What follows belongs to an exercise in optimizing a design on an open flow for a short achievable clock period and few clock cycles; a production flow would make more cautious choices.
The RTL was checked by simulation tests, not by an equivalence proof against the original design.

// md_unit
module md_unit #(
    parameter int S1 = 4,    
    parameter int S2 = 5,    
    parameter int S3 = 3,    
    parameter int NB = 2     
) (
    input  logic        clk,
    input  logic        reset,
    input  logic        start,
    input  logic [2:0]  MD_OP,
    input  logic [31:0] A,
    input  logic [31:0] B,
    input  logic        cancel,
    input  logic        D_MD,
    output logic        busy,
    output logic [31:0] MD_OUT,
    output logic [31:0] HI,
    output logic [31:0] LO,
    output logic        md_stall
);
    localparam int M0 = 3 * (S1 + S2);
    localparam int M1 = M0 + 3 * S3 * NB;
    localparam int W  = M1;                      
    logic         r_busy;
    logic [1:0]   r_cnt;        
    logic [31:0]  r_hi;
    logic [31:0]  r_lo;
    logic         r_hi_div;     
    logic         r_lo_div;     
    logic [31:0]  r_rem;
    logic [W-1:0] r_x;
    logic [31:0]  r_q;
    logic [31:0]  r_qm;
    logic [7:1][34:0] r_mb;
    logic         r_neg_q;
    logic         r_neg_r;
    logic        w_go;
    logic        w_mul;
    logic        w_div;
    logic        w_sgn;
    logic [63:0] w_prod;
    assign w_go  = start & ~cancel & ~r_busy;
    assign w_mul = (MD_OP[2:1] == 2'b00);
    assign w_div = (MD_OP[2:1] == 2'b01) & (B != 32'd0);
    assign w_sgn = ~MD_OP[0];
    assign w_prod = {{32{w_sgn & A[31]}}, A} * {{32{w_sgn & B[31]}}, B};
    logic             w_a_neg;
    logic             w_b_neg;
    logic [31:0]      w_bx;
    logic [34:0]      w_bx35;
    logic [31:0]      w_ua;
    logic [31:0]      w_ub;
    logic [7:1][34:0] w_mb;
    assign w_a_neg = w_sgn & A[31];
  ...
Size: about 40000 cells after synthesis, roughly 170 I/O pins.
==> module md_unit, before the edit <==
module md_unit #(
    parameter int S1 = 4,    
    parameter int S2 = 5,    
    parameter int S3 = 3,    
    parameter int NB = 2     
) (
    input  logic        clk,
    input  logic        reset,
    input  logic        start,
    input  logic [2:0]  MD_OP,
    input  logic [31:0] A,
    input  logic [31:0] B,
    input  logic        cancel,
    input  logic        D_MD,
    output logic        busy,
    output logic [31:0] MD_OUT,
    output logic [31:0] HI,
    output logic [31:0] LO,
    output logic        md_stall
);
    localparam int M0 = 3 * (S1 + S2);
    localparam int M1 = M0 + 3 * S3 * NB;
    localparam int W  = M1;                      
    logic         r_busy;
    logic [1:0]   r_cnt;        
    logic [31:0]  r_hi;
    logic [31:0]  r_lo;
    logic         r_hi_div;     
    logic         r_lo_div;     
    logic [31:0]  r_rem;
    logic [W-1:0] r_x;
    logic [31:0]  r_q;
    logic [31:0]  r_qm;
    logic [7:1][34:0] r_mb;
    logic         r_neg_q;
    logic         r_neg_r;
    logic        w_go;
    logic        w_mul;
    logic        w_div;
    logic        w_sgn;
    logic [63:0] w_prod;
    assign w_go  = start & ~cancel & ~r_busy;
    assign w_mul = (MD_OP[2:1] == 2'b00);
    assign w_div = (MD_OP[2:1] == 2'b01) & (B != 32'd0);
    assign w_sgn = ~MD_OP[0];
    assign w_prod = {{32{w_sgn & A[31]}}, A} * {{32{w_sgn & B[31]}}, B};
    logic             w_a_neg;
    logic             w_b_neg;
    logic [31:0]      w_bx;
    logic [34:0]      w_bx35;
    logic [31:0]      w_ua;
    logic [31:0]      w_ub;
    logic [7:1][34:0] w_mb;
    assign w_a_neg = w_sgn & A[31];
    assign w_b_neg = w_sgn & B[31];
    logic w_ua_c;
    logic w_ub_c;
    md_sub #(.W(32), .L(5)) u_ua (.x(A ^ {32{w_a_neg}}), .y(32'hFFFF_FFFF), .cin(w_a_neg),
                                 .d(w_ua), .c(w_ua_c));
    assign w_bx    = B ^ {32{w_b_neg}};
    assign w_bx35  = {3'b000, w_bx};
    md_sub #(.W(32), .L(5)) u_ub (.x(w_bx), .y(32'hFFFF_FFFF), .cin(w_b_neg),
                                 .d(w_ub), .c(w_ub_c));
    assign w_mb[1] = {3'b000, w_ub};
    assign w_mb[2] = {2'b00, w_ub, 1'b0};
    assign w_mb[4] = {1'b0, w_ub, 2'b00};
    md_add3 #(.W(35)) u_m3 (.x(w_bx35), .y(w_bx35 << 1),
                            .z({33'd0, w_b_neg, w_b_neg}), .s(w_mb[3]));
    md_add3 #(.W(35)) u_m5 (.x(w_bx35), .y(w_bx35 << 2),
                            .z({32'd0, w_b_neg, 1'b0, w_b_neg}), .s(w_mb[5]));
    assign w_mb[6] = {w_mb[3][33:0], 1'b0};
    md_add3 #(.W(35)) u_m7 (.x(w_bx35 << 3), .y(~w_bx35),
                            .z({31'd0, w_b_neg, 2'b00, ~w_b_neg}), .s(w_mb[7]));
    logic        w_fit0;
    logic [31:0] w_f0_d;
    logic        w_f0_c;
    md_sub #(.W(32), .L(5)) u_fit0 (.x(w_ua >> M0), .y(w_ub), .cin(1'b1), .d(w_f0_d), .c(w_f0_c));
    assign w_fit0 = ~w_f0_c;
    logic [W+31:0] w_init0;
    logic [W+31:0] w_init1;
    logic [31:0]   w_rem_iss;
    logic [W-1:0]  w_x_iss;
    logic [31:0]   w_q_iss;
    logic [31:0]   w_qm_iss;
    logic [31:0]   w_rm1_unused;
    assign w_init0 = {{W{1'b0}}, w_ua} << (W - M0);
    assign w_init1 = {{W{1'b0}}, w_ua} << (W - M1 + 3 * S1);
    md_r4_chain #(.N(S1), .W(W)) u_iss (
        .r_in(w_init0[W+31:W]), .x_in(w_init0[W-1:0]), .q_in(32'd0), .qm_in(32'hFFFF_FFFF),
        .mb(w_mb),
        .r_out(w_rem_iss), .rm1_out(w_rm1_unused), .x_out(w_x_iss),
        .q_out(w_q_iss), .qm_out(w_qm_iss)
    );
    logic [31:0]  w_rem_bsy;
    logic [W-1:0] w_x_bsy;
    logic [31:0]  w_q_bsy;
    logic [31:0]  w_qm_bsy;
    logic [31:0]  w_rm1_bsy;
    md_r4_chain #(.N(S3), .W(W)) u_bsy (
        .r_in(r_rem), .x_in(r_x), .q_in(r_q), .qm_in(r_qm), .mb(r_mb),
        .r_out(w_rem_bsy), .rm1_out(w_rm1_bsy), .x_out(w_x_bsy),
        .q_out(w_q_bsy), .qm_out(w_qm_bsy)
    );
    always_ff @(posedge clk) begin
        if (reset) begin
            r_busy   <= 1'b0;
            r_cnt    <= 2'd0;
            r_hi     <= 32'd0;
            r_lo     <= 32'd0;
            r_hi_div <= 1'b0;
            r_lo_div <= 1'b0;
        end else if (r_busy) begin
            r_busy <= (r_cnt != 2'd0);
            r_cnt  <= (r_cnt != 2'd0) ? r_cnt - 2'd1 : 2'd0;
        end else if (w_go) begin
            if (w_mul) begin
                r_hi     <= w_prod[63:32];
                r_lo     <= w_prod[31:0];
                r_hi_div <= 1'b0;
                r_lo_div <= 1'b0;
            end else if (w_div) begin
                r_busy   <= ~w_fit0;
                r_cnt    <= w_fit0 ? 2'd0 : 2'(NB - 1);
                r_hi_div <= 1'b1;
                r_lo_div <= 1'b1;
            end else if (MD_OP == 3'b100) begin
                r_hi     <= A;
                r_hi_div <= 1'b0;
            end else if (MD_OP == 3'b101) begin
                r_lo     <= A;
                r_lo_div <= 1'b0;
            end
        end
    end
    always_ff @(posedge clk) begin
        if (r_busy) begin
            r_rem <= w_rem_bsy;
            r_x   <= w_x_bsy;
            r_q   <= w_q_bsy;
            r_qm  <= w_qm_bsy;
        end else if (w_go & w_div) begin
            r_rem   <= w_fit0 ? w_rem_iss : w_init1[W+31:W];
            r_x     <= w_fit0 ? w_x_iss   : w_init1[W-1:0];
            r_q     <= w_fit0 ? w_q_iss   : 32'd0;
            r_qm    <= w_fit0 ? w_qm_iss  : 32'hFFFF_FFFF;
            r_mb    <= w_mb;
            r_neg_q <= w_a_neg ^ w_b_neg;
            r_neg_r <= w_a_neg;
        end
    end
    logic [31:0]  w_rem_out;
    logic [31:0]  w_rm1_out;
    logic [W-1:0] w_x_out;
    logic [31:0]  w_q_out;
    logic [31:0]  w_qm_out;
    logic [31:0]  w_quo;
    logic [31:0]  w_rmd;
    md_r4_chain #(.N(S2), .W(W), .LAST(1'b1)) u_out (
        .r_in(r_rem), .x_in(r_x), .q_in(r_q), .qm_in(r_qm), .mb(r_mb),
        .r_out(w_rem_out), .rm1_out(w_rm1_out), .x_out(w_x_out),
        .q_out(w_q_out), .qm_out(w_qm_out)
    );
    assign w_quo = r_neg_q ? ~w_qm_out  : w_q_out;
    assign w_rmd = r_neg_r ? ~w_rm1_out : w_rem_out;
    assign busy     = r_busy;
    assign HI       = r_hi_div ? w_rmd : r_hi;
    assign LO       = r_lo_div ? w_quo : r_lo;
    assign md_stall = D_MD & (r_busy | (start & ~cancel));
    md_mfsel u_mf (.op(MD_OP), .hi(HI), .lo(LO), .y(MD_OUT));
endmodule
Settings: LEC_CHECK=0, CAP_MARGIN=30, CORE_MARGIN=2, CORE_UTILIZATION=40, SLEW_MARGIN=30, SYNTH_HIERARCHICAL=1, SETUP_SLACK_MARGIN=53, TNS_END_PERCENT=100; clock period 90.0 ns.
standard.sh (not shown) runs the stock make flow with config.mk's settings and CLKGATE_MAP_FILE= SYNTH_SCRIPT=/design/flow/synth_recipe.tcl, a recipe that flattens the netlist after the stock synthesis.
==> flow/flow/run.sh <==
#!/bin/bash
# Standard ORFS flow with timing repair aimed below the clock period and
# without the slow delay cells as buffers. The SDC is the design's, unchanged.
set -euo pipefail
# 1. The standard synthesis, unchanged.
bash standard.sh synth > flow_synth.log 2>&1
# 2. Layout: repair setup timing toward a tighter target through the
#    setup slack margin, and keep delay cells out of buffering.
cat >> config.mk <<'EOC'
export SETUP_SLACK_MARGIN = 53
export TNS_END_PERCENT = 100
export DONT_USE_CELLS += sky130_fd_sc_hd__clkdlybuf4s15_1 sky130_fd_sc_hd__clkdlybuf4s15_2 sky130_fd_sc_hd__clkdlybuf4s18_1 sky130_fd_sc_hd__clkdlybuf4s18_2 sky130_fd_sc_hd__clkdlybuf4s25_1 sky130_fd_sc_hd__clkdlybuf4s25_2 sky130_fd_sc_hd__clkdlybuf4s50_1 sky130_fd_sc_hd__clkdlybuf4s50_2 sky130_fd_sc_hd__dlygate4sd1_1 sky130_fd_sc_hd__dlygate4sd2_1 sky130_fd_sc_hd__dlygate4sd3_1 sky130_fd_sc_hd__dlymetal6s2s_1 sky130_fd_sc_hd__dlymetal6s4s_1 sky130_fd_sc_hd__dlymetal6s6s_1
EOC
bash standard.sh finish > flow_finish.log 2>&1
The first run reached the layout checks and failed them: slew limit.
Testbench counts at the start, summed over its fixed seeds: cycles 24,358.
Edit:
--- a/flow/design.v
+++ b/flow/design.v
@@ -147,9 +147,9 @@
     assign en = op[2] & op[1];
     assign y  = {32{en}} & (op[0] ? lo : hi);
 endmodule
 module md_unit #(
-    parameter int S1 = 4,    
+    parameter int S1 = 5,    
     parameter int S2 = 5,    
     parameter int S3 = 3,    
     parameter int NB = 2     
 ) (
Effect: Now the flow produced a layout that fails on antenna rules, slew limit; setup slack is worse by 290 ps; cell count is higher by 6.7%; critical path depth is higher by 8; synthesized area is higher by 5.9%; register-to-register slack is better by 900 ps; via count is higher by 6.6%; cell area is higher by 7.5%.
Testbench counts after the change, summed over its fixed seeds: cycles 24,114.

## port drivers added, routing unchanged
How much do the figures lean on ideal ports? The routed layouts below were timed once more, with nothing changed but the port constraints. Step 1 assumes that a clkbuf_16 drives the clock port and a buf_2 every other input. Step 2 adds t to the input delays and takes it off the output delays; t is the mean of the earliest and latest rising clock arrival at the registers after step 1. Input paths then give back, and output paths get back, about the clock's delay inside the block. Slacks: ideal / step 1 / step 2; pairs: ideal / step 1.
| run | t (ns) | setup WS [ns] | worst register clock-pin slew, ns |
|---|---|---|---|
| the first run | 0.863 | 52.957 / 52.875 / 52.143 | 0.09 / 0.09 |
| the second run | 0.836 | 52.667 / 52.542 / 52.129 | 0.07 / 0.07 |
The setup slack of the first run, which loses most, moves by -0.082 ns with the drivers and by -0.814 ns with both steps.
